What follows belongs to an exercise in optimizing a design on an open flow for small area and a short achievable clock period; a production flow would make more cautious choices.
The RTL was checked by simulation tests, not by an equivalence proof against the original design.
Power figures rest on the tool's default switching activity, not on a simulated workload.

**constraint.sdc**
```tcl
create_clock -name core_clock -period 5.5 [get_ports {clk_i}]
set_input_delay 1.1000 -clock core_clock [delete_from_list [all_inputs] [get_ports {clk_i}]]
set_output_delay 1.1000 -clock core_clock [all_outputs]
set_load 0.01 [all_outputs]
```
**run.sh**
```bash
#!/bin/bash
# synth_recipe.tcl (not shown) runs the flow's synth.tcl, then flattens the netlist and writes it again
# the make line also repeats each setting of config.mk as NAME=value (left out here)
make -C /OpenROAD-flow-scripts/flow DESIGN_CONFIG=/design/flow/config.mk WORK_HOME=/design/flow/orfs CLKGATE_MAP_FILE= SYNTH_SCRIPT=/design/flow/synth_recipe.tcl finish
```
**config.mk**
```make
export PLATFORM = sky130hd
export DESIGN_NAME = streebog_block_packer
export DESIGN_NICKNAME = streebog_block_packer
export VERILOG_FILES = /design/flow/design.v
export SDC_FILE = /design/flow/constraint.sdc
export NUM_CORES = 4
export LEC_CHECK = 0
export CAP_MARGIN = 20
export CORE_MARGIN = 2
export CORE_UTILIZATION = 40
export SLEW_MARGIN = 20
```
**design.v**
```verilog
package streebog_pkg;
  localparam int BLOCK_BITS = 512;
  localparam int LEN_W      = 10;
  function automatic logic [BLOCK_BITS-1:0] pad_mask(input logic [LEN_W-1:0] len);
    logic [BLOCK_BITS-1:0] ones;
    ones = '1;
    pad_mask = ~(ones << len);
  endfunction
  function automatic logic [BLOCK_BITS-1:0] pad_block(input logic [BLOCK_BITS-1:0] data,
                                                      input logic [LEN_W-1:0]      len);
    logic [BLOCK_BITS-1:0] one;
    one = BLOCK_BITS'(1);
    pad_block = (data & pad_mask(len)) | (one << len);
  endfunction
endpackage
module streebog_block_fifo #(
  parameter int DEPTH = 2,
  parameter int WIDTH = 523
) (
  input  logic             clk_i,
  input  logic             rstn_i,
  input  logic             clear_i,
  input  logic             push_i,
  input  logic [WIDTH-1:0] data_i,
  input  logic             pop_i,
  output logic [WIDTH-1:0] data_o,
  output logic             valid_o,
  output logic             full_o
);
  localparam int PTR_W = (DEPTH > 1) ? $clog2(DEPTH) : 1;
  localparam int CNT_W = $clog2(DEPTH + 1);
  logic [WIDTH-1:0] mem_q [DEPTH];
  logic [PTR_W-1:0] wr_ptr_q, rd_ptr_q;
  logic [CNT_W-1:0] count_q;
  logic             do_push, do_pop;
  function automatic logic [PTR_W-1:0] next_ptr(input logic [PTR_W-1:0] p);
    next_ptr = (p == PTR_W'(DEPTH - 1)) ? '0 : p + PTR_W'(1);
  endfunction
  assign valid_o = (count_q != '0);
  assign full_o  = (count_q == CNT_W'(DEPTH));
  assign data_o  = mem_q[rd_ptr_q];
  assign do_pop  = pop_i && valid_o;
  assign do_push = push_i && (!full_o || do_pop);
  always_ff @(posedge clk_i or negedge rstn_i) begin
    if (!rstn_i) begin
      for (int i = 0; i < DEPTH; i++) mem_q[i] <= '0;
      wr_ptr_q <= '0;
      rd_ptr_q <= '0;
      count_q  <= '0;
    end else if (clear_i) begin
      wr_ptr_q <= '0;
      rd_ptr_q <= '0;
      count_q  <= '0;
    end else begin
      if (do_push) begin
        mem_q[wr_ptr_q] <= data_i;
        wr_ptr_q        <= next_ptr(wr_ptr_q);
      end
      if (do_pop) rd_ptr_q <= next_ptr(rd_ptr_q);
      if (do_push && !do_pop)      count_q <= count_q + CNT_W'(1);
      else if (!do_push && do_pop) count_q <= count_q - CNT_W'(1);
    end
  end
endmodule
module streebog_block_packer #(
  parameter int IN_WIDTH  = 64,
  parameter int OUT_DEPTH = 2
) (
  input  logic                               clk_i,
  input  logic                               rstn_i,
  input  logic                               abort_i,
  input  logic [IN_WIDTH-1:0]                s_data_i,
  input  logic                               s_valid_i,
  output logic                               s_ready_o,
  input  logic                               s_last_i,
  input  logic [$clog2(IN_WIDTH/8+1)-1:0]    s_nbytes_i,
  output logic [511:0]                       m_data_o,
  output logic                               m_valid_o,
  input  logic                               m_ready_i,
  output logic                               m_last_o,
  output logic [9:0]                         m_last_len_o,
  output logic                               busy_o
);
  localparam int WPB     = streebog_pkg::BLOCK_BITS / IN_WIDTH;
  localparam int CNT_W   = (WPB > 1) ? $clog2(WPB) : 1;
  localparam int ENTRY_W = streebog_pkg::BLOCK_BITS + 1 + streebog_pkg::LEN_W;
  logic [CNT_W-1:0]      cnt_q, cnt_d;
  logic [streebog_pkg::BLOCK_BITS-1:0] asm_q, asm_d;
  logic                  ready_q;
  logic                  closes, accept, push;
  logic                  fifo_full, fifo_valid;
  logic [streebog_pkg::BLOCK_BITS-1:0] blk, push_data;
  logic [streebog_pkg::LEN_W-1:0]      last_len, push_len;
  logic                  push_last;
  logic [ENTRY_W-1:0]    fifo_din, fifo_dout;
  assign closes    = s_last_i || (cnt_q == CNT_W'(WPB - 1));
  assign s_ready_o = ready_q && (!closes || !fifo_full || m_ready_i);
  assign accept    = s_valid_i && s_ready_o && !abort_i;
  assign push      = accept && closes;
  always_comb begin
    blk = asm_q;
    for (int k = 0; k < WPB; k++) begin
      if (cnt_q == CNT_W'(k)) blk[k*IN_WIDTH +: IN_WIDTH] = s_data_i;
    end
    asm_d = accept ? blk : asm_q;
    last_len = streebog_pkg::LEN_W'(cnt_q) * streebog_pkg::LEN_W'(IN_WIDTH) + (streebog_pkg::LEN_W'(s_nbytes_i) << 3);
    if (s_last_i) begin
      push_data = streebog_pkg::pad_block(blk, last_len);
      push_len  = last_len;
      push_last = 1'b1;
    end else begin
      push_data = blk;
      push_len  = streebog_pkg::LEN_W'(streebog_pkg::BLOCK_BITS);
      push_last = 1'b0;
    end
    cnt_d = cnt_q;
    if (abort_i)     cnt_d = '0;
    else if (accept) cnt_d = closes ? '0 : cnt_q + CNT_W'(1);
  end
  always_ff @(posedge clk_i or negedge rstn_i) begin
    if (!rstn_i) begin
      cnt_q   <= '0;
      asm_q   <= '0;
      ready_q <= 1'b0;
    end else begin
      cnt_q   <= cnt_d;
      asm_q   <= asm_d;
      ready_q <= 1'b1;
    end
  end
  assign fifo_din = {push_last, push_len, push_data};
  streebog_block_fifo #(
    .DEPTH (OUT_DEPTH),
    .WIDTH (ENTRY_W)
  ) u_fifo (
    .clk_i   (clk_i),
    .rstn_i  (rstn_i),
    .clear_i (abort_i),
    .push_i  (push),
    .data_i  (fifo_din),
    .pop_i   (m_ready_i),
    .data_o  (fifo_dout),
    .valid_o (fifo_valid),
    .full_o  (fifo_full)
  );
  assign m_valid_o    = fifo_valid;
  assign m_data_o     = fifo_dout[streebog_pkg::BLOCK_BITS-1:0];
  assign m_last_len_o = fifo_dout[streebog_pkg::BLOCK_BITS +: streebog_pkg::LEN_W];
  assign m_last_o     = fifo_dout[ENTRY_W-1];
  assign busy_o       = (cnt_q != '0) || fifo_valid;
endmodule
```
==> reports/metrics.yaml, run 1 <==
grt_start_max_net_pins: 165
yosysUniqueCellTypes: 78
synth_edf_count: 0
path_delay_family: "flip-flops"
postSynthAreaPerCell_sq_um: 12.45
grt_setup_unrepaired: "no"
layout.nets: 6337
report.final.hold_viol_count: 0
drt_wl_total_um: 249400
switchingPower_mw: 7.105
grt.total_usage_pct: 26.32
gr-total-overflow: 0
vdd_drop_max_mv: 0.2924
fp.dieW_um: 431.6
yosys-top-cells-count: "1,560 x dfrtp_1, 1,499 x mux2_2, 567 x nand2_1, 322 x mux2i_1, 283 x a22o_1"
grt_pass1_wl_um: 361700
relSlewSlack_pct: 15.63
cap_violations: 0
yosysWarnings: 3
drt-initial-drc-count: 3849
dp_slack_ns: 1.047
worstSetupPathType: "reg2out"
tritoncts: "yes"
met3WireLength_um: 13530
intPower_mw: 20.71
critPathMaxFanout: 32
syn_to_final_growth_pct: 19.31
worst-path-buf-inv: 1
antenna_found_initial: 20
yosys-top-cells-area: "dfrtp_1 53%, mux2_2 23%, mux2i_1 4.4%"
status: "complete, no violations"
leakagePower_nw: 40.16
ys_async_sr_fraction_pct: 100.0
setup_ws_ns: 0.4139
finalMaxSlewViolations: 0
cts_buffers: 175
finalSetupViolCount: 0
post_cts_buffers: 0
drt-pass1-iter-count: 5
io-pin-count: 600
fin_crit_sh_pct: 92.48
ctsHoldBuffers: 0
tightest_slew_ns: 1.265
place_congestion: 0.8283
cpMaxStageDelayCell: "dfrtp_1"
regToRegSetupSlack_ns: 1.16
synth_mux_area_share_pct: 27.63
cts-root-buf: "clkbuf_16"
drive_gt1_share_pct: 31.23
synth_compound_area_share_pct: 10.05
path_clk_slew_ns: 0.06
power_frac_clock_pct: 43.6
met2_length_um: 117000
synth_seq_cells: 1560
fmax_mhz: 196.6
path_cells: "ha_4 > or2_0 > a21boi_0 > clkdlybuf4s50_1"
n_fill_cell: 16080
h-tree-depth: 4
combPwrFrac_pct: 11.8
cts_num_sinks: 1560
vias_per_cell: 5.818
num_rows: 156
fin_crit_ns: 5.086
ys.flop_type: "dfrtp_1"
slowest_delay_ns: 0.90
drc: 0
finalInstanceArea_sq_um: 87240
synthSimpleGateAreaFrac_pct: 5.101
hpwl_um: 158200
cts-resized-gates: 0
grt_pass1_vias: 51810
clock-skew-final_ns: 0.03125
syn-cell-area_sq_um: 73120
synth_top_family_by_area: "multiplexers"
arrival_ns: 3.99
m1WireLength_um: 104900
core-area_sq_um: 181100
swShare_pct: 25.54
routed.top_layer: "met5"
p_seq_share_pct: 44.5
synth_top_area_share_pct: 53.39
die_area_sq_um: 186200
yosysMostFrequentCell: "dfrtp_1"
synth_fa_ha_area_share_pct: 0.1369
ys_seq_area_share_pct: 53.39
critPathCaptureType: "output pin"
io_buffers: 596
initial_core_util_pct: 40.37
hold_class: "in2async"
die_h_um: 431.6
clk_latency_ns: 0.82
netlist_instances: 5875
required_ns: 4.40
power_density_nw_per_um2: 318.9
vias: 51070
ant_nets: 0
power_mw: 27.82
start_kind: "flop"
synth_top_area_cell: "dfrtp_1"
synth_xor_area_share_pct: 0.02396
place_area_sq_um: 81200
clockBufferDepth: 3
wl_per_cell_um: 28.42
setup_tns_ns: 0
==> flip-flops by register name (all words and copies together) (netlist names) <==
name,count
asm_q,512
u_fifo.wr_ptr_q,1
u_fifo.mem_q,1040
ready_q,1
cnt_q,3
u_fifo.rd_ptr_q,1
u_fifo.count_q,2
==> layout by cell type, fill, tap and decap left out, types with 16 or more instances in the layout <==
master,netlist,final
dfrtp_1,1560,1559
mux2_2,1499,1499
clkdlybuf4s50_1,0,589
nand2_1,567,564
mux2i_1,322,322
a22o_1,283,283
o21ai_0,199,198
a21oi_1,179,179
clkbuf_16,0,178
a31oi_1,171,171
nor2_1,157,156
buf_4,19,93
a21o_1,49,49
clkbuf_8,0,48
clkbuf_1,249,38
buf_12,0,38
a221oi_1,36,36
a221o_1,31,31
clkinv_2,0,29
o31ai_1,34,28
nand3_1,20,20
nor4_1,22,20
and3_1,17,16
==> final cells by class <==
type / instances / area (sq um) / share of cell area, %
multi-input combinational: 3779 / 31730 / 36.37
inverter: 11 / 41.29 / 0.04733
antenna: 10 / 25.02 / 0.02868
sequential: 1560 / 39040 / 44.75
clock inverter: 55 / 753.2 / 0.8634
clock buffer: 264 / 5258 / 6.027
timing repair buffer: 728 / 7423 / 8.509
tap: 2370 / 2965 / 3.399
==> path summary, 6_finish.rpt <==
check,startpoint,to,cells past startpoint
min,rstn_i,u_fifo.mem_q[1][356],1
max,cnt_q[2],s_ready_o,4
max reg2reg,cnt_q[2],u_fifo.mem_q[0][264],6
min reg2reg,u_fifo.mem_q[1][181],u_fifo.mem_q[1][181],2
min in group core_clock,u_fifo.mem_q[1][181],u_fifo.mem_q[1][181],2
max in group asynchronous,rstn_i,u_fifo.mem_q[1][67],2
==> per-layer routing <==
layer | GRT usage, % | up-vias
met5 | 0 | -
met2 | 41.99 | 1681
met1 | 34.41 | 26830
li1 | - | 22090
met3 | 4.500 | 467
met4 | 13.64 | 2
==> power by group through the flow <==
stage | logic, mW | registers (mW) | clock network [mW]
CTS | 3.33 | 12.4 | 12.4
detailed placement | 3.31 | 12.6 | 0
global route | 3.50 | 12.5 | 12.9
floorplan | 1.62 | 12.5 | 0
global placement | 3.27 | 12.5 | 0
finish | 3.29 | 12.4 | 12.1
==> metrics by stage <==
stage               instances  util, %  hold slack, ns
floorplan                5877        -          0.4429
global placement         8447    44.82          0.4562
detailed placement       8448    44.83          0.4630
CTS                      8767    48.15          0.3073
global route             8774    48.16          0.3076
finish                   8777    48.16          0.2607
==> cells by family after synthesis <==
group	count (synthesis)
other cells	2
compound gates	1055
fa+ha+maj	8
xor+xnor	2
simple gates	880
flops	1560
buf+inv	538
mux	1830
==> run 2: changes to the inputs <==
==> design.v (replaced) <==
package streebog_pkg;
  localparam int BLOCK_BITS = 512;
  localparam int LEN_W      = 10;
endpackage
module streebog_block_packer #(
  parameter int IN_WIDTH  = 64,
  parameter int OUT_DEPTH = 2
) (
  input  logic                               clk_i,
  input  logic                               rstn_i,
  input  logic                               abort_i,
  input  logic [IN_WIDTH-1:0]                s_data_i,
  input  logic                               s_valid_i,
  output logic                               s_ready_o,
  input  logic                               s_last_i,
  input  logic [$clog2(IN_WIDTH/8+1)-1:0]    s_nbytes_i,
  output logic [511:0]                       m_data_o,
  output logic                               m_valid_o,
  input  logic                               m_ready_i,
  output logic                               m_last_o,
  output logic [9:0]                         m_last_len_o,
  output logic                               busy_o
);
  logic [2:0]   cnt_q;
  logic         ready_q;
  logic         hd_v_q, sc_v_q;
  logic [447:0] asm_q;
  logic [511:0] hd_q, sc_q;
  logic [6:0]   hd_len_q, sc_len_q;    
  logic         hd_last_q, sc_last_q;
  logic         cnt7, closes, accept, push, pop;
  logic [7:0]   bm;         
  logic [63:0]  wd;         
  logic         pad_next;   
  logic [511:0] pd;         
  logic [6:0]   pd_len;
  logic         pd_last;
  assign cnt7      = (cnt_q == 3'd7);
  assign closes    = s_last_i || cnt7;
  assign s_ready_o = ready_q && (!closes || !sc_v_q || m_ready_i);
  assign accept    = s_valid_i && s_ready_o && !abort_i;
  assign push      = accept && closes;
  assign pop       = hd_v_q && m_ready_i && !abort_i;
  always_comb begin
    for (int j = 0; j < 8; j++) begin
      bm[j] = !s_last_i || (s_nbytes_i > 4'(j));
      for (int b = 0; b < 8; b++) wd[8*j+b] = s_data_i[8*j+b] && bm[j];
      if (s_last_i && s_nbytes_i == 4'(j)) wd[8*j] = 1'b1;
    end
    pad_next = (s_nbytes_i == 4'd8);
    for (int k = 0; k < 7; k++) begin
      if (cnt_q > 3'(k))       pd[64*k +: 64] = asm_q[64*k +: 64];
      else if (cnt_q == 3'(k)) pd[64*k +: 64] = wd;
      else                     pd[64*k +: 64] = '0;
    end
    pd[448 +: 64] = cnt7 ? wd : 64'd0;
    for (int k = 1; k < 8; k++)
      if (cnt_q == 3'(k - 1) && pad_next) pd[64*k] = 1'b1;
    pd_last = s_last_i;
    pd_len  = s_last_i ? {cnt_q, 3'd0} + 7'(s_nbytes_i) : 7'd64;
  end
  always_ff @(posedge clk_i or negedge rstn_i) begin
    if (!rstn_i) begin
      cnt_q   <= '0;
      ready_q <= 1'b0;
      hd_v_q  <= 1'b0;
      sc_v_q  <= 1'b0;
    end else begin
      ready_q <= 1'b1;
      if (abort_i) begin
        cnt_q  <= '0;
        hd_v_q <= 1'b0;
        sc_v_q <= 1'b0;
      end else begin
        if (accept) cnt_q <= closes ? 3'd0 : cnt_q + 3'd1;
        if (push && !pop) begin
          hd_v_q <= 1'b1;
          sc_v_q <= hd_v_q;
        end else if (pop && !push) begin
          hd_v_q <= sc_v_q;
          sc_v_q <= 1'b0;
        end
      end
    end
  end
  always_ff @(posedge clk_i) begin
    for (int k = 0; k < 7; k++)
      if (cnt_q == 3'(k)) asm_q[64*k +: 64] <= s_data_i;
  end
  always_ff @(posedge clk_i) begin
    if (!sc_v_q || m_ready_i) begin
      sc_q      <= pd;
      sc_len_q  <= pd_len;
      sc_last_q <= pd_last;
    end
    if (!hd_v_q || m_ready_i) begin
      hd_q      <= sc_v_q ? sc_q      : pd;
      hd_len_q  <= sc_v_q ? sc_len_q  : pd_len;
      hd_last_q <= sc_v_q ? sc_last_q : pd_last;
    end
  end
  assign m_valid_o    = hd_v_q;
  assign m_data_o     = hd_q;
  assign m_last_len_o = {hd_len_q, 3'd0};
  assign m_last_o     = hd_last_q;
  assign busy_o       = (cnt_q != '0) || hd_v_q;
endmodule
==> reports/metrics.yaml, run 2 <==
clk_latency_ns: 0.80
ant_nets: 0
netlist_instances: 3158
fp.dieW_um: 381.0
hold_class: "reg2reg"
ys.flop_type: "edfxtp_1"
drt-pass1-iter-count: 6
reg.largest.list: "hd_q x512, sc_q x512, asm_q x448"
fin_crit_sh_pct: 78.31
die_area_sq_um: 145200
yosys-top-cells-count: "1,488 x edfxtp_1, 449 x mux2_2, 282 x nand2_1, 197 x o21ai_0, 178 x clkbuf_1"
grt_pass1_wl_um: 233900
io-pin-count: 600
cts-root-buf: "clkbuf_16"
seq_area_sq_um: 44840
fin_crit_ns: 4.307
finalInstanceArea_sq_um: 69950
critPathCaptureType: "output pin"
yosysMostFrequentCell: "edfxtp_1"
clock-skew-final_ns: 0.05112
h-tree-depth: 4
multi_input_area_sq_um: 11370
critPathMaxFanout: 12
cap_violations: 0
dp_slack_ns: 1.006
status: "complete, no violations"
synth_edf_count: 1488
dp_cells: 5517
path_clk_slew_ns: 0.06
required_ns: 4.40
mostFrequentLayoutCells: "1,488 x edfxtp_1, 595 x clkdlybuf4s50_1, 449 x mux2_2, 278 x nand2_1, 195 x o21ai_0"
initial_core_util_pct: 40.21
finalSetupViolCount: 0
postSynthAreaPerCell_sq_um: 18.01
met3WireLength_um: 15730
ys_seq_area_share_pct: 78.84
slowest_delay_ns: 0.73
grt.total_usage_pct: 22.50
synth_seq_cells: 1494
gr-total-overflow: 0
die_h_um: 381.0
relSlewSlack_pct: 24.84
final_common_cell: "edfxtp_1"
yosys-top-cells-area: "edfxtp_1 79%, mux2_2 8.9%, a2bb2o_1 2.0%"
ys_async_sr_fraction_pct: 0.4016
fmax_mhz: 232.2
core-area_sq_um: 141400
grt_pass1_vias: 31210
num_rows: 138
post_cts_buffers: 0
syn_to_final_growth_pct: 23.01
vdd_drop_max_mv: 0.2212
place_congestion: 0.7810
place_area_sq_um: 65230
start_kind: "input port"
cpMaxStageDelayCell: "clkdlybuf4s50_1"
n_fill_cell: 11720
worstSetupPathType: "in2out"
crit_top_cell: "clkdlybuf4s50_1"
syn-cell-area_sq_um: 56870
synth_top_area_cell: "edfxtp_1"
drc: 0
leakagePower_nw: 26.04
antenna_found_initial: 15
vias_per_cell: 5.450
hpwl_um: 96930
yosysUniqueCellTypes: 53
path_cells: "clkdlybuf4s50_1 > buf_4 > nor2_1 > o21a_1 > clkdlybuf4s50_1"
vias: 31600
drt_wl_total_um: 167000
clockBufferDepth: 3
cts-resized-gates: 0
report.final.hold_viol_count: 0
tightest_slew_ns: 1.124
power_density_nw_per_um2: 341.1
synth_top_area_share_pct: 78.58
routed.top_layer: "met5"
power_mw: 23.86
grt_setup_unrepaired: "no"
final_cells: 5797
setup_tns_ns: 0
finalMaxSlewViolations: 0
m1WireLength_um: 71310
met2_length_um: 76710
io_buffers: 596
yosysWarnings: 1
ctsHoldBuffers: 0
cts_num_sinks: 1494
wl_per_cell_um: 28.80
setup_ws_ns: 1.193
arrival_ns: 3.21
tritoncts: "yes"
drive_gt1_share_pct: 19.48
cts_buffers: 156
layout.nets: 3867
drt-initial-drc-count: 3430
grt_start_max_net_pins: 182
## run 2: cell types whose count changed after synthesis, sizes merged, moves of 250 or more
cell    previous run  this run
a22o             283        33
buf              276        13
dfrtp           1560         6
edfxtp             0      1488
mux2            1508       449
mux2i            322         4
nand2            572       289
## run 2: final cells by class
type	count	share of cell area (%)
Antenna cell	5	0.01789
Clock buffer	209	5.987
Clock inverter	66	0.7405
Inverter	16	0.1216
Multi-Input combinational cell	1459	16.25
Sequential cell	1494	64.10
Tap cell	1890	3.381
Timing Repair Buffer	658	9.402
## run 2: routing by layer
metal  up-vias  track usage [%]
li1      13690                -
met1     16320            31.16
met2      1392            34.45
met3       191            7.270
met4         8            5.402
met5         -                0
## run 2: path summary, 6_finish.rpt
path	cells past startpoint	from	end	slack (ns)
setup / recovery	5	s_last_i	s_ready_o	1.19
hold / removal	2	sc_q[455]	hd_q[455]	0.52
setup reg to reg	7	cnt_q[1]	hd_q[63]	1.97
hold reg to reg	2	sc_q[455]	hd_q[455]	0.52
max in group asynchronous	1	rstn_i	sc_v_q	4.57
min in group asynchronous	1	rstn_i	ready_q	0.59
## run 2: report_power, final
| group | switching [mW] | internal, mW | leakage [nW] | total, mW |
|---|---|---|---|---|
| Combinational | 0.589 | 0.441 | 7.05 | 1.03 |
| Clock | 4.39 | 5.54 | 2.28 | 9.93 |
| Sequential | 0.124 | 12.8 | 16.7 | 12.9 |
| Total | 5.10 | 18.8 | 26.0 | 23.9 |
## run 2: stage by stage
step                      hold slack (ns)  util [%]
after global routing               0.5357     49.46
after CTS                          0.5208     49.46
after floorplan                    0.4984         -
after global placement             0.5006     46.12
after detailed placement           0.5099     46.13
final                              0.5219     49.46
## run 2: cell families after synthesis
family | synth area share, %
simple gates | 2.973
flops | 78.84
xor+xnor | 0.01540
other cells | 0.01321
buf+inv | 1.446
fa+ha+maj | 0.1760
compound gates | 7.547
mux | 8.990
## run 2: worst max-delay path: cells and delay by family
family / cells / cell delay [ns]
simple gates: 1 / 0.21
buf+inv: 3 / 1.66
compound gates: 1 / 0.24
==> run 3: changes to the inputs <==
--- a/config.mk
+++ b/config.mk
@@ -9,3 +9,4 @@
 export CORE_MARGIN = 2
-export CORE_UTILIZATION = 40
+export CORE_UTILIZATION = 55
+export SETUP_SLACK_MARGIN = 2.5
 export SLEW_MARGIN = 20
==> reports/metrics.yaml, run 3 <==
status: "complete, no violations"
yosys-top-cells-area: "edfxtp_1 79%, mux2_2 8.9%, a2bb2o_1 2.0%"
power_density_nw_per_um2: 337.8
arrival_ns: 1.97
finalSetupViolCount: 0
yosysWarnings: 1
ys_seq_area_share_pct: 78.84
synth_seq_cells: 1494
r2r-start: "cnt_q[0]"
r2r_cells: 7
grt.total_usage_pct: 30.08
vias_per_cell: 6.151
hpwl_um: 90750
core-area_sq_um: 102200
power_mw: 23.47
synth_top_area_share_pct: 78.58
swShare_pct: 20.85
finalMaxSlewViolations: 0
initial_core_util_pct: 55.65
cap_violations: 0
synth_top_area_cell: "edfxtp_1"
yosys-top-cells-count: "1,488 x edfxtp_1, 449 x mux2_2, 282 x nand2_1, 197 x o21ai_0, 178 x clkbuf_1"
dp_slack_ns: 0.8233
place_congestion: 0.8036
slowest_delay_ns: 0.48
path_cells: "ha_4 > ha_4 > nor2_4 > o21a_1 > buf_6"
io-pin-count: 600
place_area_sq_um: 64470
grt_setup_unrepaired: "yes"
die_area_sq_um: 106000
start_kind: "flop"
vias: 32450
syn_to_final_growth_pct: 22.20
required_ns: 4.40
ant_nets: 0
worstSetupPathType: "reg2out"
combPwrFrac_pct: 4.4
final_util_pct: 68.01
hold_class: "reg2reg"
fin_crit_ns: 3.073
regToRegEndpoint: "hd_q[95]"
drive_gt1_share_pct: 20.39
setup_tns_ns: 0
netlist_instances: 3158
crit_top_cell: "ha_4"
grt_pass1_wl_um: 230600
drt_wl_total_um: 161500
syn-cell-area_sq_um: 56870
final_cells: 5276
reg.largest.list: "hd_q x512, sc_q x512, asm_q x448"
ys.flop_type: "edfxtp_1"
postSynthAreaPerCell_sq_um: 18.01
io_buffers: 596
drc: 0
critPathLaunch: "cnt_q[1]"
cts_num_sinks: 1494
critPathMaxFanout: 5
hold_slack_ns: 0.5266
cts-root-buf: "clkbuf_16"
synth_edf_count: 1488
report.final.hold_viol_count: 0
dp_cells: 4984
cts_buffers: 150
clockBufferDepth: 3
tightest_slew_ns: 1.140
drt-pass1-iter-count: 5
wl_per_cell_um: 30.61
cpMaxStageDelayCell: "dfrtp_2"
ys_async_sr_fraction_pct: 0.4016
relSlewSlack_pct: 23.68
path_clk_slew_ns: 0.06
clock-skew-final_ns: 0.02188
grt_start_max_net_pins: 195
ctsHoldBuffers: 0
fin_crit_sh_pct: 55.87
yosysUniqueCellTypes: 53
critPathCaptureType: "output pin"
p_seq_share_pct: 55.0
num_rows: 117
drt-initial-drc-count: 4153
fmax_mhz: 325.4
layout.nets: 3876
mostFrequentLayoutCells: "1,488 x edfxtp_1, 588 x clkdlybuf4s50_1, 449 x mux2_2, 278 x nand2_1, 195 x o21ai_0"
setup_ws_ns: 2.427
clk_latency_ns: 0.75
vdd_drop_max_mv: 0.2259
antenna_found_initial: 13
finalInstanceArea_sq_um: 69490
h-tree-depth: 4
regToRegSetupSlack_ns: 2.44
grt_pass1_vias: 32160
tritoncts: "yes"
fp.dieW_um: 325.5
yosysMostFrequentCell: "edfxtp_1"
die_h_um: 325.5
final_common_cell: "edfxtp_1"
gr-total-overflow: 0
power_frac_clock_pct: 40.6
leakagePower_nw: 26.07
switchingPower_mw: 4.893
intPower_mw: 18.58
crit_path_end: "s_ready_o"
## run 3: changes by cell type in the layout (fill, tap and decap cells not counted), moves of 6 or more
cell             change
o21ai_4              +6
o21ai_1              -9
buf_6                +7
clkinv_1             -6
inv_6                +6
clkdlybuf4s50_1      -7
## run 3: area by class of cell
| type | count | area (sq um) |
|---|---|---|
| multi-input combinational | 1462 | 11540 |
| inverter | 16 | 107.6 |
| clock inverter | 61 | 442.9 |
| sequential | 1494 | 44840 |
| clock buffer | 200 | 4048 |
| tap | 1368 | 1712 |
| fill | 6945 | 32690 |
| timing repair buffer | 670 | 6780 |
| antenna | 5 | 12.51 |
## run 3: power groups by stage
stage	combinational (mW)	sequential, mW	clock, mW
2_1_floorplan	0.301	13.2	0
3_3_place_gp	0.986	13.1	0
3_5_place_dp	1.00	13.1	0
4_1_cts	1.03	12.9	9.64
5_1_grt	1.09	12.9	10.1
6_report	1.03	12.9	9.53
## run 3: what timing repair did
| action | CTS | global route |
|---|---|---|
| pin swaps | 2 | 4 |
| setup buffers | 15 | 5 |
| setup endpoints to repair | 1388 | 231 |
| gates cloned | 3 | 1 |
| gates resized for setup | 56 | 21 |
## run 3: worst min-delay path by stage
stage              start        end  slack [ns]  depth (start not counted)
6_report       sc_q[481]  hd_q[481]        0.53                          2
5_1_grt        sc_q[450]  hd_q[450]        0.54                          2
4_1_cts        sc_q[463]  hd_q[463]        0.53                          2
3_5_place_dp   sc_q[450]  hd_q[450]        0.51                          2
3_3_place_gp   sc_q[453]  hd_q[453]        0.51                          2
2_1_floorplan   sc_q[40]   hd_q[40]        0.50                          2
## run 3: cells by family after synthesis
| group | after synthesis | share of synthesized area [%] |
|---|---|---|
| compound gates | 587 | 7.547 |
| xor+xnor | 1 | 0.01540 |
| fa+ha+maj | 8 | 0.1760 |
| buf+inv | 207 | 1.446 |
| flops | 1494 | 78.84 |
| mux | 453 | 8.990 |
| other cells | 2 | 0.01321 |
| simple gates | 406 | 2.973 |
## run 3: layer usage
metal	up-vias	GRT usage [%]	part of all wire (%)
met5	-	0	0.022
met4	6	9.257	2.7
met3	242	6.735	9.0
met2	1673	48.59	49
met1	16790	41.18	39
li1	13740	-	-
## run 3: critical path, delay by kind of cell (launching register included)
| family | cells | cell delay, ns |
|---|---|---|
| compound gates | 1 | 0.15 |
| fa+ha+maj | 2 | 0.36 |
| buf+inv | 1 | 0.13 |
| flops | 1 | 0.48 |
| simple gates | 1 | 0.10 |
==> run 4: changes to the inputs <==
--- a/config.mk
+++ b/config.mk
@@ -10,3 +10,3 @@
 export CORE_UTILIZATION = 55
-export SETUP_SLACK_MARGIN = 2.5
+export SETUP_SLACK_MARGIN = 1.5
 export SLEW_MARGIN = 20
==> reports/metrics.yaml, run 4 <==
status: "complete, no violations"
synth_edf_count: 1488
synth_xor_area_share_pct: 0.01540
worstSetupPathType: "reg2out"
fp.dieW_um: 325.5
vias_per_cell: 6.101
synth_mux_area_share_pct: 8.990
grt_pass1_vias: 31850
drive_gt1_share_pct: 19.54
fin_crit_ns: 3.947
cts-root-buf: "clkbuf_16"
synth_top_family_by_area: "multiplexers"
drc: 0
mostFrequentLayoutCells: "1,488 x edfxtp_1, 594 x clkdlybuf4s50_1, 449 x mux2_2, 278 x nand2_1, 195 x o21ai_0"
place_congestion: 0.8223
syn-cell-area_sq_um: 56870
report.final.hold_viol_count: 0
grt.total_usage_pct: 29.35
yosysUniqueCellTypes: 53
synth_top_area_cell: "edfxtp_1"
hpwl_um: 89340
slowest_delay_ns: 0.61
cap_violations: 0
regToRegSetupSlack_ns: 1.59
vdd_drop_max_mv: 0.2936
leakagePower_nw: 25.97
postSynthAreaPerCell_sq_um: 18.01
path_cells: "inv_1 > ha_4 > nand2b_4 > inv_16 > nand2_1 > clkdlybuf4s50_1"
die_area_sq_um: 106000
grt_start_max_net_pins: 197
initial_core_util_pct: 55.65
grt_pass1_wl_um: 224800
vias: 32030
met3WireLength_um: 14480
tritoncts: "yes"
final_cells: 5250
ant_nets: 0
routed.top_layer: "met5"
synth_fa_ha_area_share_pct: 0.1760
required_ns: 4.40
drt-pass1-iter-count: 6
num_rows: 117
layout.nets: 3851
tightest_slew_ns: 1.151
ys_seq_area_share_pct: 78.84
antenna_found_initial: 8
fin_crit_sh_pct: 71.76
dp_cells: 4981
yosysMostFrequentCell: "edfxtp_1"
m1WireLength_um: 62320
power_density_nw_per_um2: 343.2
clock-skew-final_ns: 0.01623
drt-initial-drc-count: 3538
clk_latency_ns: 0.75
hold_slack_ns: 0.5249
hold_depth: 2
power_mw: 23.74
finalMaxSlewViolations: 0
fmax_mhz: 253.4
clockBufferDepth: 3
whs_endpoint: "hd_q[484]"
gr-total-overflow: 0
final_common_cell: "edfxtp_1"
ys_async_sr_fraction_pct: 0.4016
cpMaxStageDelayCell: "clkdlybuf4s50_1"
synthSimpleGateAreaFrac_pct: 2.973
drt_wl_total_um: 157700
start_kind: "flop"
die_h_um: 325.5
grt_setup_unrepaired: "no"
path_clk_slew_ns: 0.06
yosysWarnings: 1
synth_seq_cells: 1494
relSlewSlack_pct: 23.29
arrival_ns: 2.85
ys.flop_type: "edfxtp_1"
synth_top_area_share_pct: 78.58
cts_num_sinks: 1494
core-area_sq_um: 102200
wl_per_cell_um: 30.04
netlist_instances: 3158
reg.largest.list: "hd_q x512, sc_q x512, asm_q x448"
ctsHoldBuffers: 0
yosys-top-cells-area: "edfxtp_1 79%, mux2_2 8.9%, a2bb2o_1 2.0%"
finalSetupViolCount: 0
r2r-start: "cnt_q[2]"
r2r_cells: 6
syn_to_final_growth_pct: 21.63
regToRegEndpoint: "hd_q[202]"
hold_class: "reg2reg"
met2_length_um: 75990
h-tree-depth: 4
io_buffers: 596
critPathCaptureType: "output pin"
worstHoldStart: "sc_q[484]"
critPathMaxFanout: 20
cts_buffers: 149
yosys-top-cells-count: "1,488 x edfxtp_1, 449 x mux2_2, 282 x nand2_1, 197 x o21ai_0, 178 x clkbuf_1"
io-pin-count: 600
synth_compound_area_share_pct: 7.547
[run 4: cell counts after synthesis]
No cell type changed its count.
[run 4: worst max path at each step]
stage,from,endpoint,slack (ns),cells after the start
after floorplan,m_ready_i,s_ready_o,-0.59,2
after global routing,cnt_q[1],busy_o,1.53,6
final,cnt_q[1],busy_o,1.55,6
after global placement,m_ready_i,sc_q[500],1.15,4
after CTS,cnt_q[1],busy_o,1.52,6
after detailed placement,m_ready_i,sc_q[500],1.15,4
[run 4: area by class of cell]
type                       count  area (sq um)
timing repair inverter         1         8.758
tap                         1368          1712
clock buffer                 192          4028
inverter                      16         95.09
clock inverter                65         593.1
sequential                  1494         44840
fill                        6922         33020
antenna                        7         17.52
timing repair buffer         646          6479
multi-input combinational   1461         11390
[run 4: power by group]
group / switching, mW / internal [mW] / total [mW]
Sequential: 0.134 / 12.8 / 12.9
Clock: 4.16 / 5.66 / 9.82
Combinational: 0.571 / 0.437 / 1.01
Total: 4.87 / 18.9 / 23.7
[run 4: metal layers]
metal	up-vias	GRT usage (%)
met5	-	0
met4	10	9.938
met3	244	7.855
met2	1527	46.56
met1	16580	39.70
li1	13670	-
[run 4: logic make-up after synthesis]
group | count (synthesis)
other cells | 2
simple gates | 406
compound gates | 587
fa+ha+maj | 8
flops | 1494
mux | 453
xor+xnor | 1
buf+inv | 207
[run 4: metrics by stage]
stage	area [sq um]	TNS [ns]	util [%]	worst slack, ns
6_report	69160	0	67.69	1.553
5_1_grt	69150	0	67.68	1.528
4_1_cts	69100	0	67.63	1.518
3_5_place_dp	64420	0	63.05	1.152
3_3_place_gp	64420	0	63.04	1.149
2_1_floorplan	56900	-0.7831	-	-0.5935
[run 4: worst max-delay path, delay by kind of cell (launching register included)]
| family | cells | cell delay (ns) |
|---|---|---|
| fa+ha+maj | 1 | 0.24 |
| buf+inv | 3 | 0.91 |
| flops | 1 | 0.52 |
| simple gates | 2 | 0.43 |
[run 4: timing repair]
item | 4_1_cts | 5_1_grt
gates cloned | 3 | 0
resized for setup | 11 | 2
pin swaps | 0 | 0
buffers inserted | 1 | 0
endpoints found under the setup margin | 2 | 2
==> run 5: changes to the inputs <==
--- a/design.v
+++ b/design.v
@@ -26,2 +26,7 @@
   logic         hd_v_q, sc_v_q;
+  logic         nf_q;       
+  logic         nc_q;       
+  logic         busy_q;
+  logic [2:0]   cnt_d;
+  logic         hd_v_d, sc_v_d;
   logic [447:0] asm_q;
@@ -39,3 +44,3 @@
   assign closes    = s_last_i || cnt7;
-  assign s_ready_o = ready_q && (!closes || !sc_v_q || m_ready_i);
+  assign s_ready_o = nf_q || (ready_q && m_ready_i) || (nc_q && !s_last_i);
   assign accept    = s_valid_i && s_ready_o && !abort_i;
@@ -61,2 +66,21 @@
   end
+  always_comb begin
+    cnt_d  = cnt_q;
+    hd_v_d = hd_v_q;
+    sc_v_d = sc_v_q;
+    if (abort_i) begin
+      cnt_d  = '0;
+      hd_v_d = 1'b0;
+      sc_v_d = 1'b0;
+    end else begin
+      if (accept) cnt_d = closes ? 3'd0 : cnt_q + 3'd1;
+      if (push && !pop) begin
+        hd_v_d = 1'b1;
+        sc_v_d = hd_v_q;
+      end else if (pop && !push) begin
+        hd_v_d = sc_v_q;
+        sc_v_d = 1'b0;
+      end
+    end
+  end
   always_ff @(posedge clk_i or negedge rstn_i) begin
@@ -67,18 +91,13 @@
       sc_v_q  <= 1'b0;
+      nf_q    <= 1'b0;
+      nc_q    <= 1'b0;
+      busy_q  <= 1'b0;
     end else begin
       ready_q <= 1'b1;
-      if (abort_i) begin
-        cnt_q  <= '0;
-        hd_v_q <= 1'b0;
-        sc_v_q <= 1'b0;
-      end else begin
-        if (accept) cnt_q <= closes ? 3'd0 : cnt_q + 3'd1;
-        if (push && !pop) begin
-          hd_v_q <= 1'b1;
-          sc_v_q <= hd_v_q;
-        end else if (pop && !push) begin
-          hd_v_q <= sc_v_q;
-          sc_v_q <= 1'b0;
-        end
-      end
+      cnt_q   <= cnt_d;
+      hd_v_q  <= hd_v_d;
+      sc_v_q  <= sc_v_d;
+      nf_q    <= !sc_v_d;
+      nc_q    <= (cnt_d != 3'd7);
+      busy_q  <= (cnt_d != 3'd0) || hd_v_d;
     end
@@ -105,3 +124,3 @@
   assign m_last_o     = hd_last_q;
-  assign busy_o       = (cnt_q != '0) || hd_v_q;
+  assign busy_o       = busy_q;
 endmodule
==> flow/run.sh (new file) <==
#!/bin/bash
# Standard ORFS layout (the standard.sh, unchanged synthesis and steps),
# with the port buffers that global placement inserts made as the smallest
# buffer instead of the default pick; timing repair still resizes any of them.
set -euo pipefail
export BUFFER_PORTS_ARGS="-buffer_cell sky130_fd_sc_hd__buf_1"
bash standard.sh > standard_flow.log 2>&1
==> standard.sh (new file) <==
#!/bin/bash
# synth_recipe.tcl (not shown) runs the flow's synth.tcl, then flattens the netlist and writes it again
# the make line also repeats each setting of config.mk as NAME=value (left out here)
make -C /OpenROAD-flow-scripts/flow DESIGN_CONFIG=/design/flow/config.mk WORK_HOME=/design/flow/orfs CLKGATE_MAP_FILE= SYNTH_SCRIPT=/design/flow/synth_recipe.tcl "${@:-finish}"
--- a/config.mk
+++ b/config.mk
@@ -10,3 +10,3 @@
 export CORE_UTILIZATION = 55
-export SETUP_SLACK_MARGIN = 1.5
+export SETUP_SLACK_MARGIN = 3.0
 export SLEW_MARGIN = 20
removed: run.sh
==> reports/metrics.yaml, run 5 <==
ant_nets: 0
final_cells: 5341
required_ns: 4.40
yosysWarnings: 1
wl_per_cell_um: 31.58
clk_latency_ns: 0.76
ys_seq_area_share_pct: 78.72
synth_seq_cells: 1497
mostFrequentLayoutCells: "1,488 x edfxtp_1, 529 x buf_1, 449 x mux2_2, 272 x nand2_1, 196 x o21ai_0"
power_density_nw_per_um2: 356.4
num_rows: 118
fin_crit_ns: 2.839
syn_to_final_growth_pct: 17.58
h-tree-depth: 4
postSynthAreaPerCell_sq_um: 18.01
yosysUniqueCellTypes: 56
cts_buffers: 150
synth_top_area_cell: "edfxtp_1"
path_delay_family: "buffers and inverters"
status: "complete, no violations"
grt_setup_unrepaired: "yes"
vias_per_cell: 6.109
dp_cells: 5002
die_h_um: 326.1
io-pin-count: 600
cpMaxStageDelayCell: "or2_4"
grt_pass1_wl_um: 234600
hpwl_um: 90480
synth_top_area_share_pct: 78.33
cts_num_sinks: 1497
slowest_delay_ns: 0.23
place_area_sq_um: 61240
setup_tns_ns: 0
start_kind: "input port"
synth_edf_count: 1488
drc: 0
critPathMaxFanout: 3
clock-skew-final_ns: 0.02100
fp.dieW_um: 326.1
tritoncts: "yes"
layout.nets: 3921
leakagePower_nw: 25.11
antenna_found_initial: 20
worstSetupPathType: "in2out"
report.final.hold_viol_count: 0
yosys-top-cells-area: "edfxtp_1 78%, mux2_2 8.9%, a2bb2o_1 2.0%"
fmax_mhz: 352.3
seq_area_sq_um: 44930
io_buffers: 596
drt-initial-drc-count: 4014
gr-total-overflow: 0
cts-root-buf: "clkbuf_16"
final_common_cell: "edfxtp_1"
core-area_sq_um: 103200
initial_core_util_pct: 55.28
vdd_drop_max_mv: 0.2467
ys_async_sr_fraction_pct: 0.6012
fin_crit_sh_pct: 51.61
path_cells: "buf_8 > a21o_1 > or2_4 > buf_6"
place_congestion: 0.8103
clockBufferDepth: 3
drt_wl_total_um: 168700
worst-path-buf-inv: 2
die_area_sq_um: 106300
drt-pass1-iter-count: 5
grt_start_max_net_pins: 155
syn-cell-area_sq_um: 57050
vias: 32630
grt.total_usage_pct: 31.01
finalSetupViolCount: 0
netlist_instances: 3167
finalMaxSlewViolations: 0
cap_violations: 0
critPathCaptureType: "output pin"
relSlewSlack_pct: 27.50
drive_gt1_share_pct: 23.65
grt_pass1_vias: 32290
yosysMostFrequentCell: "edfxtp_1"
hold_class: "in2async"
ys.flop_type: "edfxtp_1"
arrival_ns: 1.74
n_fill_cell: 7254
finalInstanceArea_sq_um: 67080
reg.largest.list: "hd_q x512, sc_q x512, asm_q x448"
hold_slack_ns: 0.3001
multi_input_area_sq_um: 12100
path_clk_slew_ns: 0.06
yosys-top-cells-count: "1,488 x edfxtp_1, 449 x mux2_2, 291 x nand2_1, 197 x o21ai_0, 171 x clkbuf_1"
ctsHoldBuffers: 0
tightest_slew_ns: 1.088
[run 5: repair_timing]
| item | 4_1_cts | 5_1_grt |
|---|---|---|
| pin swaps | 13 | 4 |
| cloned | 14 | 4 |
| buffers inserted | 33 | 14 |
| hold endpoints to repair | 0 | 0 |
| setup endpoints to repair | 2053 | 558 |
| resized for setup | 167 | 48 |
[run 5: worst paths after layout]
path / slack, ns / to / depth (start not counted) / start
hold reg to reg: 0.51 / hd_q[473] / 2 / sc_q[473]
setup / recovery: 2.66 / s_ready_o / 4 / m_ready_i
setup reg to reg: 2.98 / hd_q[321] / 6 / cnt_q[1]
max in group asynchronous: 4.81 / sc_v_q / 1 / rstn_i
hold / removal: 0.30 / cnt_q[1] / 1 / rstn_i
min in group core_clock: 0.51 / hd_q[473] / 2 / sc_q[473]
[run 5: final cells by class]
type,instances,area share [%]
Sequential cell,1497,66.98
Timing Repair inverter,2,0.02052
Timing Repair Buffer,696,5.370
Inverter,14,0.2500
Tap cell,1380,2.574
Multi-Input combinational cell,1478,18.04
Clock inverter,63,0.5689
Clock buffer,199,6.156
Antenna cell,12,0.04477
[run 5: power by group]
part           leakage [nW]  switching, mW  internal (mW)
clock network          2.21           4.16           5.43
registers              16.6          0.180           13.0
logic                  6.30          0.828          0.344
total                  25.1           5.17           18.7
[run 5: cells by family after synthesis]
| group | after synthesis | share of synthesized area [%] |
|---|---|---|
| multiplexers | 454 | 8.979 |
| buffers and inverters | 208 | 1.483 |
| AO/OA/AOI/OAI | 588 | 7.681 |
| other | 2 | 0.01316 |
| AND/OR/NAND/NOR | 409 | 2.932 |
| XOR/XNOR | 1 | 0.01536 |
| adder cells (fa/ha/maj) | 8 | 0.1755 |
| flip-flops | 1497 | 78.72 |
[run 5: per-stage QoR]
step | util (%) | setup slack, ns | power (mW)
after floorplan | - | 1.744 | 13.87
after global placement | 59.34 | 1.570 | 14.43
after detailed placement | 59.34 | 1.435 | 14.45
after CTS | 64.70 | 2.646 | 24.01
after global routing | 64.98 | 2.651 | 24.56
final | 65.00 | 2.662 | 23.91
[run 5: routing by layer]
layer  track usage, %  vias up  share of wire [%]
met1            41.50    16830                 39
met2            49.28     1649                 48
met3            8.032      268                9.5
met5                0        -              0.040
met4            11.69        8                3.6
li1                 -    13870                  -
[run 5: worst reg2reg max path, stage by stage, from the launching register on]
cell and delay (ns):
dfrtp_4 0.52, clkinvlp_4 0.22, ha_4 0.28, nand2_4 0.16, buf_16 0.36, a2bb2o_1 0.45, mux2_2 0.27
==> run 6: changes to the inputs <==
--- a/config.mk
+++ b/config.mk
@@ -10,2 +10,4 @@
 export CORE_UTILIZATION = 55
+export CTS_BUF_LIST = sky130_fd_sc_hd__clkbuf_8
+export CTS_CLUSTER_SIZE = 30
 export SETUP_SLACK_MARGIN = 3.0
==> reports/metrics.yaml, run 6 <==
cts-root-buf: "clkbuf_8"
slowest_delay_ns: 0.25
drt-initial-drc-count: 4345
hpwl_um: 90480
path_cells: "clkbuf_8 > nor2b_4 > or2_4 > buf_6"
ant_nets: 0
die_area_sq_um: 106300
h-tree-depth: 4
yosysMostFrequentCell: "edfxtp_1"
switchingPower_mw: 5.243
cts_num_sinks: 1497
drt-pass1-iter-count: 5
num_rows: 118
fin_crit_sh_pct: 53.41
finalInstanceArea_sq_um: 67490
die_h_um: 326.1
synth_seq_cells: 1497
yosys-top-cells-count: "1,488 x edfxtp_1, 449 x mux2_2, 291 x nand2_1, 197 x o21ai_0, 171 x clkbuf_1"
mostFrequentLayoutCells: "1,488 x edfxtp_1, 449 x mux2_2, 372 x clkbuf_2, 271 x nand2_1, 236 x clkbuf_8"
m1WireLength_um: 67190
final_common_cell: "edfxtp_1"
cap_violations: 0
vdd_drop_max_mv: 0.2189
yosys-top-cells-area: "edfxtp_1 78%, mux2_2 8.9%, a2bb2o_1 2.0%"
ctsHoldBuffers: 0
routed.top_layer: "met5"
critPathMaxFanout: 24
start_kind: "input port"
gr-total-overflow: 0
finalSetupViolCount: 0
met3WireLength_um: 16100
tightest_slew_ns: 1.091
yosysUniqueCellTypes: 56
clockBufferDepth: 3
power_frac_clock_pct: 36.5
io-pin-count: 600
antenna_found_initial: 20
yosysWarnings: 1
cpMaxStageDelayCell: "or2_4"
drt_wl_total_um: 172600
drc: 0
reg.largest.list: "hd_q x512, sc_q x512, asm_q x448"
cts_buffers: 229
power_density_nw_per_um2: 335.8
tritoncts: "yes"
leakagePower_nw: 26.70
wl_per_cell_um: 31.48
report.final.hold_viol_count: 0
grt_pass1_vias: 32920
grt.total_usage_pct: 31.47
synth_top_area_cell: "edfxtp_1"
core-area_sq_um: 103200
place_congestion: 0.8103
layout.nets: 3998
place_area_sq_um: 61240
ys_seq_area_share_pct: 78.72
vias: 33450
status: "complete, no violations"
finalMaxSlewViolations: 0
initial_core_util_pct: 55.28
met2_length_um: 83860
synth_top_area_share_pct: 78.33
fin_crit_ns: 2.937
p_seq_share_pct: 58.1
clock-skew-final_ns: 0.03203
synth_edf_count: 1488
ys.flop_type: "edfxtp_1"
dp_cells: 5002
syn_to_final_growth_pct: 18.31
syn-cell-area_sq_um: 57050
io_buffers: 596
path_clk_slew_ns: 0.06
netlist_instances: 3167
final_cells: 5485
drive_gt1_share_pct: 34.42
intPower_mw: 17.42
grt_start_max_net_pins: 155
grt_pass1_wl_um: 239300
hold_class: "in2async"
ys_async_sr_fraction_pct: 0.6012
clk_latency_ns: 0.90
critPathCaptureType: "output pin"
swShare_pct: 23.14
setup_tns_ns: 0
worstSetupPathType: "in2out"
postSynthAreaPerCell_sq_um: 18.01
required_ns: 4.40
grt_setup_unrepaired: "yes"
fp.dieW_um: 326.1
relSlewSlack_pct: 27.28
vias_per_cell: 6.098
fmax_mhz: 340.4
combPwrFrac_pct: 5.5
arrival_ns: 1.84
-- run 6: cell counts after synthesis --
No cell type changed its count.
-- run 6: layout make-up --
class                      count  area [sq um]
timing repair inverter         4         33.78
multi-input combinational   1476         12080
timing repair buffer         694          4517
sequential                  1497         44930
clock buffer                 233          3207
inverter                      14         190.2
fill                        7347         35710
antenna                       11         27.53
tap                         1380          1727
clock inverter               176         785.8
-- run 6: metal layers --
metal,vias up,track usage (%)
li1,14070,-
met1,17240,42.52
met2,1840,50.30
met3,281,7.618
met4,10,11.18
met5,-,0
-- run 6: critical path, delay by kind of cell --
kind / cells / cell delay (ns)
simple gates: 2 / 0.32
buf+inv: 2 / 0.38
-- run 6: cell families after synthesis --
group / count (synthesis) / share of synthesized area, %
flip-flops: 1497 / 78.72
AO/OA/AOI/OAI: 588 / 7.681
multiplexers: 454 / 8.979
AND/OR/NAND/NOR: 409 / 2.932
buffers and inverters: 208 / 1.483
adder cells (fa/ha/maj): 8 / 0.1755
other: 2 / 0.01316
XOR/XNOR: 1 / 0.01536
-- run 6: worst paths after layout --
check | from | end | slack [ns] | depth (start not counted)
setup / recovery | s_last_i | s_ready_o | 2.56 | 4
hold / removal | rstn_i | nc_q | 0.15 | 1
setup reg to reg | cnt_q[1] | hd_q[129] | 2.99 | 8
hold reg to reg | sc_q[473] | hd_q[473] | 0.50 | 2
max in group asynchronous | rstn_i | sc_v_q | 4.96 | 1
min in group core_clock | sc_q[473] | hd_q[473] | 0.50 | 2
-- run 6: stage by stage --
step | worst slack (ns) | utilization, % | hold WS (ns) | total power [mW]
2_1_floorplan | 1.744 | - | 0.4984 | 13.87
3_3_place_gp | 1.570 | 59.34 | 0.5081 | 14.43
3_5_place_dp | 1.435 | 59.34 | 0.5072 | 14.45
4_1_cts | 2.572 | 64.52 | 0.09233 | 22.73
5_1_grt | 2.556 | 65.39 | 0.1427 | 23.36
6_report | 2.563 | 65.40 | 0.1543 | 22.66
-- run 6: power groups by stage --
stage	registers [mW]	logic [mW]	clock network, mW
after global placement	13.4	1.05	0
after global routing	13.2	1.30	8.88
after detailed placement	13.4	1.06	0
after floorplan	13.4	0.433	0
final	13.2	1.24	8.27
after CTS	13.2	1.17	8.40
-- run 6: what timing repair did --
| item | 4_1_cts | 5_1_grt |
|---|---|---|
| cloned | 14 | 6 |
| gates resized for setup | 317 | 427 |
| pin swaps | 10 | 2 |
| endpoints found under the setup margin | 2161 | 1211 |
| setup buffers | 27 | 16 |
==> run 7: changes to the inputs <==
--- a/design.v
+++ b/design.v
@@ -32,6 +32,6 @@
   logic [447:0] asm_q;
-  logic [511:0] hd_q, sc_q;
+  logic [511:0] hd_q, sc_q;    
   logic [6:0]   hd_len_q, sc_len_q;    
   logic         hd_last_q, sc_last_q;
-  logic         cnt7, closes, accept, push, pop;
+  logic         cnt7, closes, accept, push, pop, keep, clr;
   logic [7:0]   bm;         
@@ -55,7 +55,4 @@
     pad_next = (s_nbytes_i == 4'd8);
-    for (int k = 0; k < 7; k++) begin
-      if (cnt_q > 3'(k))       pd[64*k +: 64] = asm_q[64*k +: 64];
-      else if (cnt_q == 3'(k)) pd[64*k +: 64] = wd;
-      else                     pd[64*k +: 64] = '0;
-    end
+    for (int k = 0; k < 7; k++)
+      pd[64*k +: 64] = asm_q[64*k +: 64] | (cnt_q == 3'(k) ? wd : 64'd0);
     pd[448 +: 64] = cnt7 ? wd : 64'd0;
@@ -104,5 +101,7 @@
   end
+  assign keep = accept && !closes;
+  assign clr  = !ready_q || abort_i || push;
   always_ff @(posedge clk_i) begin
     for (int k = 0; k < 7; k++)
-      if (cnt_q == 3'(k)) asm_q[64*k +: 64] <= s_data_i;
+      if (clr || cnt_q == 3'(k)) asm_q[64*k +: 64] <= keep ? s_data_i : 64'd0;
   end
@@ -110,3 +109,3 @@
     if (!sc_v_q || m_ready_i) begin
-      sc_q      <= pd;
+      sc_q      <= ~pd;    
       sc_len_q  <= pd_len;
@@ -115,3 +114,3 @@
     if (!hd_v_q || m_ready_i) begin
-      hd_q      <= sc_v_q ? sc_q      : pd;
+      hd_q      <= sc_v_q ? ~sc_q     : pd;
       hd_len_q  <= sc_v_q ? sc_len_q  : pd_len;
--- a/config.mk
+++ b/config.mk
@@ -10,4 +10,2 @@
 export CORE_UTILIZATION = 55
-export CTS_BUF_LIST = sky130_fd_sc_hd__clkbuf_8
-export CTS_CLUSTER_SIZE = 30
 export SETUP_SLACK_MARGIN = 3.0
==> reports/metrics.yaml, run 7 <==
drt_wl_total_um: 147000
relSlewSlack_pct: 31.77
hpwl_um: 84640
die_h_um: 320.4
netlist_instances: 2922
synth_edf_count: 1488
drive_gt1_share_pct: 12.83
critPathCaptureType: "output pin"
ys_seq_area_share_pct: 81.58
power_mw: 25.78
hold_class: "in2async"
final_util_pct: 65.10
num_rows: 116
clk_latency_ns: 0.75
io-pin-count: 600
postSynthAreaPerCell_sq_um: 18.84
yosysWarnings: 1
initial_core_util_pct: 55.21
yosysUniqueCellTypes: 53
power_density_nw_per_um2: 397.2
ant_nets: 0
finalMaxSlewViolations: 0
clock-skew-final_ns: 0.02937
io_buffers: 596
cap_violations: 0
cts_num_sinks: 1497
grt_use_met2_pct: 45.70
gr-total-overflow: 0
grt_pass1_wl_um: 208200
syn_to_final_growth_pct: 17.92
grt_setup_unrepaired: "yes"
met3_usage_pct: 7.880
tritoncts: "yes"
cts_buffers: 149
vdd_drop_max_mv: 0.2650
setup_tns_ns: 0
status: "complete, no violations"
vias_per_cell: 5.859
setup_ws_ns: 2.708
synth_seq_cells: 1497
place_area_sq_um: 58970
final_common_cell: "edfxtp_1"
arrival_ns: 1.69
drt-pass1-iter-count: 5
leakagePower_nw: 22.58
fmax_mhz: 358.1
clockBufferDepth: 3
report.final.hold_viol_count: 0
synth_top_area_cell: "edfxtp_1"
h-tree-depth: 4
dp_cells: 4711
grt_start_max_net_pins: 114
core-area_sq_um: 99710
fp.dieW_um: 320.4
final_cells: 5037
cts-root-buf: "clkbuf_16"
tightest_slew_ns: 1.015
yosys-top-cells-area: "edfxtp_1 81%, mux2i_1 9.2%, a21oi_1 4.0%"
finalInstanceArea_sq_um: 64910
hold_slack_ns: 0.3263
grt_pass1_vias: 29410
regToRegSetupSlack_ns: 3.01
finalSetupViolCount: 0
reg.largest.list: "hd_q x512, sc_q x512, asm_q x448"
synth_top_area_share_pct: 81.17
ctsHoldBuffers: 0
path_clk_slew_ns: 0.06
die_area_sq_um: 102600
yosys-top-cells-count: "1,488 x edfxtp_1, 507 x mux2i_1, 444 x a21oi_1, 113 x clkbuf_1, 70 x and2_1"
use_met1_pct: 38.14
antenna_found_initial: 13
fin_crit_sh_pct: 50.77
fin_crit_ns: 2.792
start_kind: "input port"
vias: 29510
worstSetupPathType: "in2out"
required_ns: 4.40
drt-initial-drc-count: 3075
layout.nets: 3703
grt.total_usage_pct: 28.42
grt_busiest_layer: "met2"
critPathMaxFanout: 4
place_congestion: 0.8450
syn-cell-area_sq_um: 55050
dp_slack_ns: 1.517
wl_per_cell_um: 29.18
yosysMostFrequentCell: "edfxtp_1"
ys.flop_type: "edfxtp_1"
mostFrequentLayoutCells: "1,488 x edfxtp_1, 543 x buf_1, 505 x mux2i_1, 443 x a21oi_1, 154 x clkbuf_16"
drc: 0
ys_async_sr_fraction_pct: 0.6012
run 7: report_power, final:
group	leakage (nW)	switching, mW	internal (mW)
logic	4.31	1.26	0.538
clock network	2.36	4.17	5.93
registers	15.9	0.318	13.6
total	22.6	5.75	20.0
run 7: critical path, stage by stage:
cell and delay [ns]:
buf_8 0.11, buf_8 0.12, nand2b_4 0.14, nand2_4 0.10, buf_6 0.11
run 7: timing repair:
| action | in CTS | in global routing |
|---|---|---|
| setup endpoints to repair | 2249 | 872 |
| gates resized for setup | 105 | 47 |
| pin swaps | 5 | 2 |
| gates cloned | 15 | 1 |
| buffers inserted | 35 | 6 |
run 7: final cells by class:
class	count	area (sq um)
timing repair buffer	694	3642
tap	1298	1624
fill	6937	34800
sequential	1497	44910
antenna	7	17.52
clock inverter	88	884.6
multi-input combinational	1270	9863
inverter	9	37.54
clock buffer	174	3929
run 7: cell families (layout without fill, tap and decap cells):
kind of cell	Yosys count	in the layout	synth area share (%)
DFF	1497	1497	81.58
muxes	519	519	9.464
AOI/OAI and AO/OA	518	518	5.364
and+or+nand+nor	205	220	2.077
buffers and inverters	172	965	1.305
adders and majority gates	8	8	0.1818
other	2	11	0.01364
xor gates and xnor gates	1	1	0.01591
run 7: worst paths after layout:
kind                       cells after the start          to  startpoint
hold reg to reg                                1   sc_q[418]  asm_q[418]
hold / removal                                 1    cnt_q[2]      rstn_i
min in group core_clock                        1   sc_q[418]  asm_q[418]
max in group asynchronous                      1      sc_v_q      rstn_i
setup / recovery                               5   s_ready_o    s_last_i
setup reg to reg                               5  asm_q[120]    cnt_q[0]
run 7: per-layer routing:
layer | share of wire [%] | vias to the layer above
li1 | - | 12900
met1 | 40 | 15150
met2 | 48 | 1209
met3 | 8.6 | 237
met4 | 2.7 | 16
met5 | 0.071 | -

[static timing again, ports no longer ideal]
Ports are ideal in the flow. The routed layouts listed here were re-timed in OpenROAD. Step 1 sets driving cells, clkbuf_16 on the clock port and buf_2 on the other inputs (assumed; they add their load-dependent delay and slew). Step 2 adds t to the input delays and takes it off the output delays; t is the mean of the earliest and latest rising clock arrival at the registers after step 1. Input paths then give back, and output paths get back, about the clock's delay inside the block. Slacks: ideal ports / drivers / drivers and shift; pairs: ideal ports / drivers.
run	shift t [ns]	slack for setup (ns)	worst data-port slew with drivers (ns)
run 1	0.907	0.414 / 0.321 / 0.783	0.20
run 2	0.861	1.193 / 1.162 / 0.899	0.13
run 3	0.816	2.427 / 2.352 / 1.745	0.16
run 4	0.819	1.553 / 1.476 / 1.147	0.14
run 5	0.818	2.662 / 2.508 / 2.121	0.20
run 6	0.955	2.563 / 2.479 / 2.012	0.16
run 7	0.805	2.708 / 2.636 / 2.217	0.15
After both steps every run listed still meets setup and hold. For run 3, which loses most, drivers alone change the setup slack by -0.075 ns; drivers and shift together by -0.682 ns.
